Context: an optimization exercise on an open-source flow, tuned for small area. The choices shown serve that exercise and are no tape-out recipe.
Only simulation tests tie the RTL to the original design; equivalence was not proved.

== before ==
## ecg_qrs_detector
module ecg_qrs_detector #(
    parameter int DIN_W       = 59,
    parameter int MWI_LEN     = 32,
    parameter int REFRACT_LEN = 50,
    parameter int MAX_ABOVE   = 64
) (
    input  logic                    clk,
    input  logic                    rst,
    input  logic signed [DIN_W-1:0] din,
    input  logic                    din_valid,
    input  logic [31:0]             thresh,
    output logic [31:0]             mwi_out,
    output logic                    mwi_valid,
    output logic                    qrs_valid,
    output logic [31:0]             qrs_peak,
    output logic [31:0]             qrs_idx
);
    logic               ovf;
    logic signed [15:0] x_sat;
    logic signed [15:0] xd [4];      
    logic signed [18:0] acc;
    logic [14:0]        dmag;
    logic [14:0]        d_p0;        
    logic               vld_p0;
    assign ovf   = din[DIN_W-1] ? ~&din[DIN_W-2:15] : |din[DIN_W-2:15];
    assign x_sat = ovf ? {din[DIN_W-1], {15{~din[DIN_W-1]}}} : din[15:0];
    wire s0_0;
    wire s0_1;
  ...
Size: ~2,400 cells after synthesis, ~770 flip-flops, about 190 I/O pins.
==> flow/config.mk <==
export PLATFORM = sky130hd
export DESIGN_NAME = ecg_qrs_detector
export DESIGN_NICKNAME = ecg_qrs_detector
export VERILOG_FILES = /design/flow/design.v
export SDC_FILE = /design/flow/constraint.sdc
export NUM_CORES = 4
export LEC_CHECK = 0
export CAP_MARGIN = 20
export CORE_MARGIN = 2
export CORE_UTILIZATION = 40
export SLEW_MARGIN = 20
export SYNTH_HIERARCHICAL = 1
==> flow/constraint.sdc <==
create_clock -name core_clock -period 10.0 [get_ports {clk}]
set_input_delay 2.0000 -clock core_clock [delete_from_list [all_inputs] [get_ports {clk}]]
set_output_delay 2.0000 -clock core_clock [all_outputs]
set_load 0.01 [all_outputs]
run.sh (not shown) runs the stock make flow with config.mk's settings and CLKGATE_MAP_FILE= SYNTH_SCRIPT=/design/flow/synth_recipe.tcl, a recipe that flattens the netlist after the stock synthesis.
--- input diff before..after ---
==> flow/flow/run.sh (new file) <==
#!/bin/bash
# Layout flow: the standard flow (standard synthesis unchanged), with
# smaller port buffers and a clock tree built from smaller buffers, without
# dummy loads.
cp standard.sh standard_sh.txt
export SYNTH_HIERARCHICAL=1
export BUFFER_PORTS_ARGS="-buffer_cell sky130_fd_sc_hd__buf_1"
export CTS_ARGS="-sink_clustering_enable -repair_clock_nets -dont_use_dummy_load -buf_list {sky130_fd_sc_hd__clkbuf_4 sky130_fd_sc_hd__clkbuf_8}"
bash standard.sh > standard.log 2>&1
==> flow/standard.sh (new file) <==
#!/bin/bash
# synth_recipe.tcl (not shown) runs the flow's synth.tcl, then flattens the netlist and writes it again
# the make line also repeats each setting of config.mk as NAME=value (left out here)
make -C /OpenROAD-flow-scripts/flow DESIGN_CONFIG=/design/flow/config.mk WORK_HOME=/design/flow/orfs CLKGATE_MAP_FILE= SYNTH_SCRIPT=/design/flow/synth_recipe.tcl "${@:-finish}"
removed: flow/run.sh
==> comparison <==
- The flow did not stop early for after: all stages ran, and the layout cleared the timing, DRC and antenna checks.
- after -> before: post-synthesis cell area delta 0, exact match
- Relative to before, wire length increased by 0.49% in after.
- Against before as the reference, after delivers a lower clock-cell share of area.
- On fraction of met1 tracks used by global routing, before and after are basically level.
- Higher post-route minimum period among before and after: before
- Weighted congestion reported at the end of routability-driven placement was higher in the run labelled after.

---

Setup of the previous run:
ecg_qrs_detector, a different RTL version from the one above (not shown whole).
For scale: roughly 2200 cells after synthesis, roughly 760 flip-flops, ~190 I/O pins, roughly 35000 um2 of cells after synthesis.
export LEC_CHECK = 0
export CAP_MARGIN = 20
export CORE_MARGIN = 2
export CORE_UTILIZATION = 65
export PLACE_DENSITY = 0.8
export SLEW_MARGIN = 20
export SYNTH_HIERARCHICAL = 1
create_clock -name core_clock -period 10.0 [get_ports {clk}]
standard.sh (not shown) runs the stock make flow with config.mk's settings and CLKGATE_MAP_FILE= SYNTH_SCRIPT=/design/flow/synth_recipe.tcl, a recipe that flattens the netlist after the stock synthesis.
==> flow/flow/run.sh <==
#!/bin/bash
# Layout flow: the standard flow (standard synthesis unchanged) with
# buf_1 port buffers and a clock tree of fewer, larger clusters without
# dummy loads. The whole ORFS output goes to standard.log (each step also
# keeps its own log under orfs/logs).
export BUFFER_PORTS_ARGS="-buffer_cell sky130_fd_sc_hd__buf_1"
export CTS_ARGS="-sink_clustering_enable -repair_clock_nets -dont_use_dummy_load -sink_clustering_size 19 -sink_clustering_max_diameter 60 -buf_list sky130_fd_sc_hd__clkbuf_8"
bash standard.sh > standard.log 2>&1
#### Input delta (the current run over the previous run)
Settings: CORE_UTILIZATION changed from 65 to 55; PLACE_DENSITY changed from 0.8 to 0.7.
diff --git a/flow/flow/run.sh b/flow/flow/run.sh
--- a/flow/flow/run.sh
+++ b/flow/flow/run.sh
@@ -6,3 +6,3 @@
 export BUFFER_PORTS_ARGS="-buffer_cell sky130_fd_sc_hd__buf_1"
-export CTS_ARGS="-sink_clustering_enable -repair_clock_nets -dont_use_dummy_load -sink_clustering_size 19 -sink_clustering_max_diameter 60 -buf_list sky130_fd_sc_hd__clkbuf_8"
+export CTS_ARGS="-sink_clustering_enable -repair_clock_nets -dont_use_dummy_load -sink_clustering_size 16 -sink_clustering_max_diameter 60 -buf_list sky130_fd_sc_hd__clkbuf_8"
 bash standard.sh > standard.log 2>&1
Results
- The current run finished all stages; the layout is clean.
- Comparing the current run and the previous run, the lower proportion of layout cells with a drive suffix above 1 is on the previous run.
- The current run vs the previous run: post-route clock period utilization up in the current run
- Minimum setup slack among reg-to-reg paths: higher on the previous run
- The die of the current run is larger than the one used in the previous run.
- The current run: final period demand of the worst path higher than the previous run
- Row post-route non-filler standard cell count: the current run higher / the previous run lower
- The current run does worse than the previous run on cell area after layout.

---

Setup of v13:
ecg_qrs_detector, a different RTL version from the one above (not shown whole).
Size: about 2400 cells after synthesis, roughly 760 flip-flops.
export LEC_CHECK = 0
export CAP_MARGIN = 20
export CORE_MARGIN = 2
export CORE_UTILIZATION = 55
export PLACE_DENSITY = 0.7
export SLEW_MARGIN = 20
export SYNTH_HIERARCHICAL = 1
create_clock -name core_clock -period 10.0 [get_ports {clk}]
==> flow/flow/run.sh <==
#!/bin/bash
# Layout flow: the standard flow (standard synthesis unchanged) with
# buf_1 port buffers and a clock tree of fewer, larger clusters without
# dummy loads. The whole ORFS output goes to standard.log (each step also
# keeps its own log under orfs/logs).
export BUFFER_PORTS_ARGS="-buffer_cell sky130_fd_sc_hd__buf_1"
export CTS_ARGS="-sink_clustering_enable -repair_clock_nets -dont_use_dummy_load -sink_clustering_size 26 -sink_clustering_max_diameter 80 -buf_list sky130_fd_sc_hd__clkbuf_16"
bash standard.sh > standard.log 2>&1
Here is what was changed in the inputs of v34 compared with v13.
-- flow/flow/run.sh --
<<< v13, line 7
export CTS_ARGS="-sink_clustering_enable -repair_clock_nets -dont_use_dummy_load -sink_clustering_size 26 -sink_clustering_max_diameter 80 -buf_list sky130_fd_sc_hd__clkbuf_16"
>>> v34, line 7
export CTS_ARGS="-sink_clustering_enable -repair_clock_nets -dont_use_dummy_load -sink_clustering_size 16 -sink_clustering_max_diameter 60 -buf_list sky130_fd_sc_hd__clkbuf_8"
### Flow results
Compared with v13, v34 shows a higher insertion delay to the later sink of the worst-skew pair. In the tables for v13 and v34, required time of the critical path reads higher with v34. Detailed-route wire length on metal 1, v13 and v34: lower on v13. Per the comparison of v34 with v13, total CTS buffers shows an increase of about 50%, final design instance area without fill shows a reduction of 0.45%.

## afterwards: timing with drivers on the ports
Ports are ideal in the flow. The routed layouts listed here were re-timed in OpenROAD.
Step 1, drivers: a clkbuf_16 drives clk and a buf_2 each remaining input, both assumed.
Step 2 moves the port delays by t, midway between the first and last clock arrival at a register: inputs arrive t later, outputs are due t later. That takes back most of the time a late clock gives input paths.
Three values: ideal, step 1, step 2; two values: the first two.
run	t, ns	setup WS [ns]	worst slew at a driven data input, ns	pins driven straight from the clock port
before	0.683	0.211 / 0.250 / -0.433	0.06	1
after	0.776	0.281 / 0.318 / -0.459	0.07	1
the previous run	0.699	1.900 / 1.900 / 1.900	0.05	1
the current run	0.714	1.836 / 1.836 / 1.836	0.05	1
v13	0.627	1.306 / 1.306 / 1.306	0.04	1
v34	0.718	1.315 / 1.315 / 1.315	0.04	1
With both steps, setup timing fails in before and after, where it was met with ideal ports. The setup slack of after, which loses most, moves by +0.037 ns with the drivers and by -0.740 ns with both steps.
